Background: an optimization exercise with open tools, aiming at small area and a short achievable clock period. Do not read the settings as production practice.
Function was checked by simulation only, so behaviour that the tests miss may differ from the original.
Power and IR drop assume default switching activity.

==> try-yarrow <==
==> flow/design.v <==
module fft_ucode_seq #(
   parameter int CW    = 15,
   parameter int AW    = 8,
   parameter int DEPTH = 203,
   parameter int NFW   = 4
) (
   input  logic           clk,
   input  logic           rst,
   input  logic           start,
   input  logic [NFW-1:0] nframes,
   input  logic [AW-1:0]  last_addr,
   input  logic           stall,
   input  logic           abort,
   input  logic           prog_we,
   input  logic [AW-1:0]  prog_addr,
   input  logic [CW-1:0]  prog_data,
   output logic [CW-1:0]  ctrl,
   output logic           ctrl_valid,
   output logic           frame_done,
   output logic           busy,
   output logic           done
);
   localparam logic [AW-1:0] LAST_MAX = AW'(DEPTH - 1);
   localparam int NH = (DEPTH + 15) / 16;    
   localparam int NG = (DEPTH + 3) / 4;      
   logic           run;             
   logic [AW-1:0]  pc, la;
   logic [NFW-1:0] frem;
   logic           accept, adv, at_last, more, wr_ok, to0, inc, nxg;
   logic [15:0]    wlo;
   logic [NH-1:0]  whi;
   logic [CW-1:0]  wdq;
   logic [CW-1:0]  mem [DEPTH];
   logic [NG-1:0]  ng, ngn;
   logic [CW-1:0]  nb [4];
   logic [CW-1:0]  nb_n [4];
   logic [CW-1:0]  lb [4];
   logic [CW-1:0]  g0 [4];
   assign accept  = !run && start && !busy;
   assign adv     = run && !abort && !stall;
   assign at_last = (pc == la);
   assign more    = (frem > NFW'(1));
   assign wr_ok   = prog_we && !busy && !rst && (32'(prog_addr) < DEPTH);
   assign to0     = accept || (adv && at_last && more);
   assign inc     = adv && !at_last;
   assign nxg     = inc && (pc[1:0] == 2'b11);
   always_ff @(posedge clk) begin
      for (int j = 0; j < 16; j++) wlo[j] <= wr_ok && (prog_addr[3:0] == 4'(j));
      for (int j = 0; j < NH; j++) whi[j] <= (prog_addr[7:4] == 4'(j));
      wdq <= prog_data;
   end
   always_ff @(posedge clk) begin
      for (int i = 0; i < DEPTH; i++)
         if (wlo[i % 16] && whi[i / 16]) mem[i] <= wdq;
   end
   always_comb begin
      for (int k = 0; k < 4; k++) begin
         if (wr_ok && prog_addr == AW'(k)) g0[k] = prog_data;
         else if (wlo[k] && whi[0])        g0[k] = wdq;
         else                              g0[k] = mem[k];
      end
   end
   always_comb begin
      for (int k = 0; k < 4; k++) begin
         nb_n[k] = '0;
         for (int g = 1; g < NG; g++)
            if (4 * g + k < DEPTH && (k < 2 ? ng[g] : !ngn[g]))
               nb_n[k] = nb_n[k] | mem[4 * g + k];
      end
   end
   always_ff @(posedge clk) begin
      for (int k = 0; k < 4; k++) begin
         nb[k] <= nb_n[k];
         if (to0)
            lb[k] <= g0[k];
         else if (nxg)
            lb[k] <= nb[k];
      end
   end
   always_ff @(posedge clk) begin
      if (rst || to0) begin
         ng  <= NG'(2);
         ngn <= {{(NG - 2){1'b1}}, 2'b01};
      end else if (nxg) begin
         ng  <= {ng[NG-2:0], 1'b0};
         ngn <= {ngn[NG-2:0], 1'b1};
      end
   end
   always_ff @(posedge clk) begin
      if (rst)
         ctrl <= '0;
      else if (adv)
         ctrl <= lb[pc[1:0]];
      else if (!run || abort)
         ctrl <= '0;
   end
   always_ff @(posedge clk) begin
      if (rst) begin
         run        <= 1'b0;
         pc         <= '0;
         frem       <= '0;
         la         <= '0;
         ctrl_valid <= 1'b0;
         frame_done <= 1'b0;
         busy       <= 1'b0;
         done       <= 1'b0;
      end else begin
         ctrl_valid <= adv;
         frame_done <= adv && at_last;
         done       <= !run && frame_done;
         if (to0)
            pc <= '0;
         else if (inc)
            pc <= pc + 1'b1;
         if (!run) begin
            busy <= accept;
            if (accept) begin
               run  <= 1'b1;
               la   <= (last_addr > LAST_MAX) ? LAST_MAX : last_addr;
               frem <= (nframes == '0) ? NFW'(1) : nframes;
            end
         end else if (abort) begin
            run  <= 1'b0;
            busy <= 1'b0;
         end else if (!stall) begin
            if (at_last) begin
               if (more) frem <= frem - 1'b1;
               else      run  <= 1'b0;
            end
         end
      end
   end
endmodule
==> flow/run.sh <==
#!/bin/bash
# synth_recipe.tcl (not shown) runs the flow's synth.tcl, then flattens the netlist and writes it again
# the make line also repeats each setting of config.mk as NAME=value (left out here)
make -C /OpenROAD-flow-scripts/flow DESIGN_CONFIG=/design/flow/config.mk WORK_HOME=/design/flow/orfs CLKGATE_MAP_FILE= SYNTH_SCRIPT=/design/flow/synth_recipe.tcl finish
==> flow/config.mk <==
export PLATFORM = sky130hd
export DESIGN_NAME = fft_ucode_seq
export DESIGN_NICKNAME = fft_ucode_seq
export VERILOG_FILES = /design/flow/design.v
export SDC_FILE = /design/flow/constraint.sdc
export NUM_CORES = 4
export LEC_CHECK = 0
export ABC_CLOCK_PERIOD_IN_PS = 2000
export CAP_MARGIN = 30
export CORE_MARGIN = 2
export CORE_UTILIZATION = 45
export CTS_CLUSTER_DIAMETER = 80
export CTS_CLUSTER_SIZE = 24
export PLACE_DENSITY = 0.7
export SETUP_SLACK_MARGIN = 2.5
export SLEW_MARGIN = 40
export TNS_END_PERCENT = 10
==> flow/constraint.sdc <==
create_clock -name core_clock -period 5.0 [get_ports {clk}]
set_input_delay 1.0000 -clock core_clock [delete_from_list [all_inputs] [get_ports {clk}]]
set_output_delay 1.0000 -clock core_clock [all_outputs]
set_load 0.01 [all_outputs]
==> try-garnet (differences from try-yarrow) <==
==> flow/design.v, changed modules only <==
module fft_ucode_seq #(
   parameter int CW    = 15,
   parameter int AW    = 8,
   parameter int DEPTH = 203,
   parameter int NFW   = 4
) (
   input  logic           clk,
   input  logic           rst,
   input  logic           start,
   input  logic [NFW-1:0] nframes,
   input  logic [AW-1:0]  last_addr,
   input  logic           stall,
   input  logic           abort,
   input  logic           prog_we,
   input  logic [AW-1:0]  prog_addr,
   input  logic [CW-1:0]  prog_data,
   output logic [CW-1:0]  ctrl,
   output logic           ctrl_valid,
   output logic           frame_done,
   output logic           busy,
   output logic           done
);
   typedef enum logic {IDLE, RUN} state_t;
   localparam logic [AW-1:0] LAST_MAX = AW'(DEPTH - 1);
   state_t         state, state_n;
   logic [AW-1:0]  pc, pc_n, la, la_n;
   logic [NFW-1:0] frem, frem_n;
   logic           valid_n, fd_n, busy_n, done_n;
   logic           accept, adv, at_last, more, wr_ok;
   logic [CW-1:0]  mem [DEPTH];
   assign accept  = (state == IDLE) && start && !busy;
   assign adv     = (state == RUN) && !abort && !stall;
   assign at_last = (pc == la);
   assign more    = (frem > NFW'(1));
   assign wr_ok   = prog_we && !busy && !rst && (32'(prog_addr) < DEPTH);
   always_ff @(posedge clk) begin
      if (wr_ok) mem[prog_addr] <= prog_data;
   end
   always_ff @(posedge clk) begin
      if (rst)
         ctrl <= '0;
      else if (adv)
         ctrl <= mem[pc];
      else if (state == IDLE || abort)
         ctrl <= '0;
   end
   always_ff @(posedge clk) begin
      if (rst) begin
         state      <= IDLE;
         pc         <= '0;
         frem       <= '0;
         la         <= '0;
         ctrl_valid <= 1'b0;
         frame_done <= 1'b0;
         busy       <= 1'b0;
         done       <= 1'b0;
      end else begin
         state      <= state_n;
         pc         <= pc_n;
         frem       <= frem_n;
         la         <= la_n;
         ctrl_valid <= valid_n;
         frame_done <= fd_n;
         busy       <= busy_n;
         done       <= done_n;
      end
   end
   always_comb begin
      state_n = state;
      unique case (state)
         IDLE: if (accept) state_n = RUN;
         RUN:  if (abort || (adv && at_last && !more)) state_n = IDLE;
      endcase
   end
   always_comb begin
      pc_n    = pc;
      frem_n  = frem;
      la_n    = la;
      valid_n = 1'b0;
      fd_n    = 1'b0;
      busy_n  = busy;
      done_n  = 1'b0;
      unique case (state)
         IDLE: begin
            busy_n = accept;
            done_n = frame_done;
            if (accept) begin
               pc_n   = '0;
               la_n   = (last_addr > LAST_MAX) ? LAST_MAX : last_addr;
               frem_n = (nframes == '0) ? NFW'(1) : nframes;
            end
         end
         RUN: begin
            if (abort) begin
               busy_n = 1'b0;
            end else if (!stall) begin
               valid_n = 1'b1;
               if (!at_last) begin
                  pc_n = pc + 1'b1;
               end else begin
                  fd_n = 1'b1;
                  if (more) begin
                     frem_n = frem - 1'b1;
                     pc_n   = '0;
                  end
               end
            end
         end
      endcase
   end
endmodule
==> flow/config.mk (replaced) <==
export PLATFORM = sky130hd
export DESIGN_NAME = fft_ucode_seq
export DESIGN_NICKNAME = fft_ucode_seq
export VERILOG_FILES = /design/flow/design.v
export SDC_FILE = /design/flow/constraint.sdc
export NUM_CORES = 4
export LEC_CHECK = 0
export ABC_CLOCK_PERIOD_IN_PS = 2000
export CAP_MARGIN = 20
export CORE_MARGIN = 2
export CORE_UTILIZATION = 40
export SETUP_SLACK_MARGIN = 2.6
export SLEW_MARGIN = 20
export TNS_END_PERCENT = 10
==> try-willow (differences from try-yarrow) <==
==> flow/design.v, changed modules only <==
module fft_ucode_seq #(
   parameter int CW    = 15,
   parameter int AW    = 8,
   parameter int DEPTH = 203,
   parameter int NFW   = 4
) (
   input  logic           clk,
   input  logic           rst,
   input  logic           start,
   input  logic [NFW-1:0] nframes,
   input  logic [AW-1:0]  last_addr,
   input  logic           stall,
   input  logic           abort,
   input  logic           prog_we,
   input  logic [AW-1:0]  prog_addr,
   input  logic [CW-1:0]  prog_data,
   output logic [CW-1:0]  ctrl,
   output logic           ctrl_valid,
   output logic           frame_done,
   output logic           busy,
   output logic           done
);
   localparam logic [AW-1:0] LAST_MAX = AW'(DEPTH - 1);
   logic           run;             
   logic [AW-1:0]  pc, la;
   logic [NFW-1:0] frem;
   logic           accept, adv, at_last, more, wr_ok;
   localparam int NH = (DEPTH + 15) / 16;
   logic [15:0]    wlo;
   logic [NH-1:0]  whi;
   logic [CW-1:0]  wdq;
   logic           byp0;
   logic [CW-1:0]  mem [DEPTH];
   logic [CW-1:0]  rd;
   localparam int NG = (DEPTH + 3) / 4;
   logic [AW-1:0]    pc_n;
   logic [NG-1:0]    og;
   logic             to0, inc;
   logic [CW-1:0]    rg [4];
   assign accept  = !run && start && !busy;
   assign adv     = run && !abort && !stall;
   assign at_last = (pc == la);
   assign more    = (frem > NFW'(1));
   assign wr_ok   = prog_we && !busy && !rst && (32'(prog_addr) < DEPTH);
   always_ff @(posedge clk) begin
      for (int j = 0; j < 16; j++) wlo[j] <= wr_ok && (prog_addr[3:0] == 4'(j));
      for (int j = 0; j < NH; j++) whi[j] <= (prog_addr[7:4] == 4'(j));
      wdq  <= prog_data;
      byp0 <= wr_ok && (prog_addr == '0);
   end
   always_ff @(posedge clk) begin
      for (int i = 0; i < DEPTH; i++)
         if (wlo[i % 16] && whi[i / 16]) mem[i] <= wdq;
   end
   always_comb begin
      for (int k = 0; k < 4; k++) begin
         rg[k] = '0;
         for (int g = 0; g < NG; g++)
            if (4 * g + k < DEPTH && og[g])
               rg[k] = rg[k] | ((g == 0 && k == 0 && byp0) ? wdq : mem[4 * g + k]);
      end
      rd = rg[pc[1:0]];
   end
   always_ff @(posedge clk) begin
      if (rst)
         ctrl <= '0;
      else if (adv)
         ctrl <= rd;
      else if (!run || abort)
         ctrl <= '0;
   end
   always_comb begin
      pc_n = pc;
      if (!run) begin
         if (accept) pc_n = '0;
      end else if (!abort && !stall) begin
         if (!at_last)  pc_n = pc + 1'b1;
         else if (more) pc_n = '0;
      end
   end
   assign to0 = accept || (adv && at_last && more);
   assign inc = adv && !at_last;
   always_ff @(posedge clk) begin
      if (rst || to0)
         og <= NG'(1);
      else if (inc && pc[1:0] == 2'b11)
         og <= {og[NG-2:0], 1'b0};
   end
   always_ff @(posedge clk) begin
      if (rst) begin
         run        <= 1'b0;
         pc         <= '0;
         frem       <= '0;
         la         <= '0;
         ctrl_valid <= 1'b0;
         frame_done <= 1'b0;
         busy       <= 1'b0;
         done       <= 1'b0;
      end else begin
         ctrl_valid <= adv;
         frame_done <= adv && at_last;
         done       <= !run && frame_done;
         pc         <= pc_n;
         if (!run) begin
            busy <= accept;
            if (accept) begin
               run  <= 1'b1;
               la   <= (last_addr > LAST_MAX) ? LAST_MAX : last_addr;
               frem <= (nframes == '0) ? NFW'(1) : nframes;
            end
         end else if (abort) begin
            run  <= 1'b0;
            busy <= 1'b0;
         end else if (!stall) begin
            if (at_last) begin
               if (more) frem <= frem - 1'b1;
               else      run  <= 1'b0;
            end
         end
      end
   end
endmodule
--- a/flow/config.mk
+++ b/flow/config.mk
@@ -11,7 +11,6 @@
 export CORE_UTILIZATION = 45
 export CTS_CLUSTER_DIAMETER = 80
 export CTS_CLUSTER_SIZE = 24
-export PLACE_DENSITY = 0.7
 export SETUP_SLACK_MARGIN = 2.5
 export SLEW_MARGIN = 40
 export TNS_END_PERCENT = 10
==> comparison table <==
Post-synthesis instance area: try-garnet 0.119 mm²; try-yarrow 0.120 mm²; try-willow 0.115 mm²
Non-clock buffer total of the final layout: try-garnet 612; try-yarrow 496; try-willow 672
Average vias per placed instance: try-garnet 5.95; try-yarrow 7.12; try-willow 7.21
Area used by sequential logic in the layout: try-garnet 0.0925 mm²; try-yarrow 0.0978 mm²; try-willow 0.0945 mm²
Seq area share: try-garnet 0.644; try-yarrow 0.733; try-willow 0.720
GR Util met1: try-garnet 0.322; try-yarrow 0.405; try-willow 0.451
Worst min-delay path category: try-garnet input port to register; try-yarrow register to register; try-willow register to register
Mean area per synthesized cell: try-garnet 20.9 µm²; try-yarrow 18.0 µm²; try-willow 19.2 µm²
Post-Route WL: try-garnet 352000 µm; try-yarrow 441000 µm; try-willow 454000 µm
Overall Power: try-garnet 56.1 mW; try-yarrow 46.2 mW; try-willow 45.0 mW
Total number of H-tree levels: try-garnet 5; try-yarrow 4; try-willow 4
TritonCTS sink count: try-garnet 3093; try-yarrow 3349; try-willow 3181
Effective utilization at floorplan: try-garnet 0.402; try-yarrow 0.453; try-willow 0.452
Status: try-garnet no timing/DRC/antenna violations; try-yarrow no timing/DRC/antenna violations; try-willow no timing/DRC/antenna violations
Internal power summed over all cells: try-garnet 43.8 mW; try-yarrow 36.9 mW; try-willow 35.6 mW
Worst path depth: try-garnet 11; try-yarrow 6; try-willow 8
Cells resized by post-CTS repair: try-garnet 390; try-yarrow 246; try-willow 391
Hold EP: try-garnet mem[30][12]; try-yarrow mem[1][1]; try-willow done
Inverters: try-garnet 13; try-yarrow 57; try-willow 8
Synthesized Nets: try-garnet 5750; try-yarrow 6728; try-willow 6023

separate check: timing with driven ports:
No port has a modelled driver above. Below, the same layouts with a new extraction and two added sets of constraints.
Step 1, drivers: a clkbuf_16 drives clk and a buf_2 each remaining input, both assumed.
Step 2, shift: input delay + t, output delay - t, t = (earliest + latest rising clock arrival at the registers) / 2. This alone moves slack from input paths to output paths.
a / b / c = ideal ports / drivers / drivers and shift; a / b = the first two.
| run | shift t [ns] | setup slack, ns | worst setup path at the end |
|---|---|---|---|
| try-yarrow | 0.922 | 2.090 / 2.090 / 1.515 | input to register |
| try-garnet | 0.959 | 1.874 / 1.874 / 1.370 | input to register |
| try-willow | 0.962 | 2.116 / 2.116 / 1.671 | input to register |
After both steps setup and hold are still met in every run listed. The setup slack of try-yarrow, which loses most, moves by 0.000 ns with the drivers and by -0.575 ns with both steps.
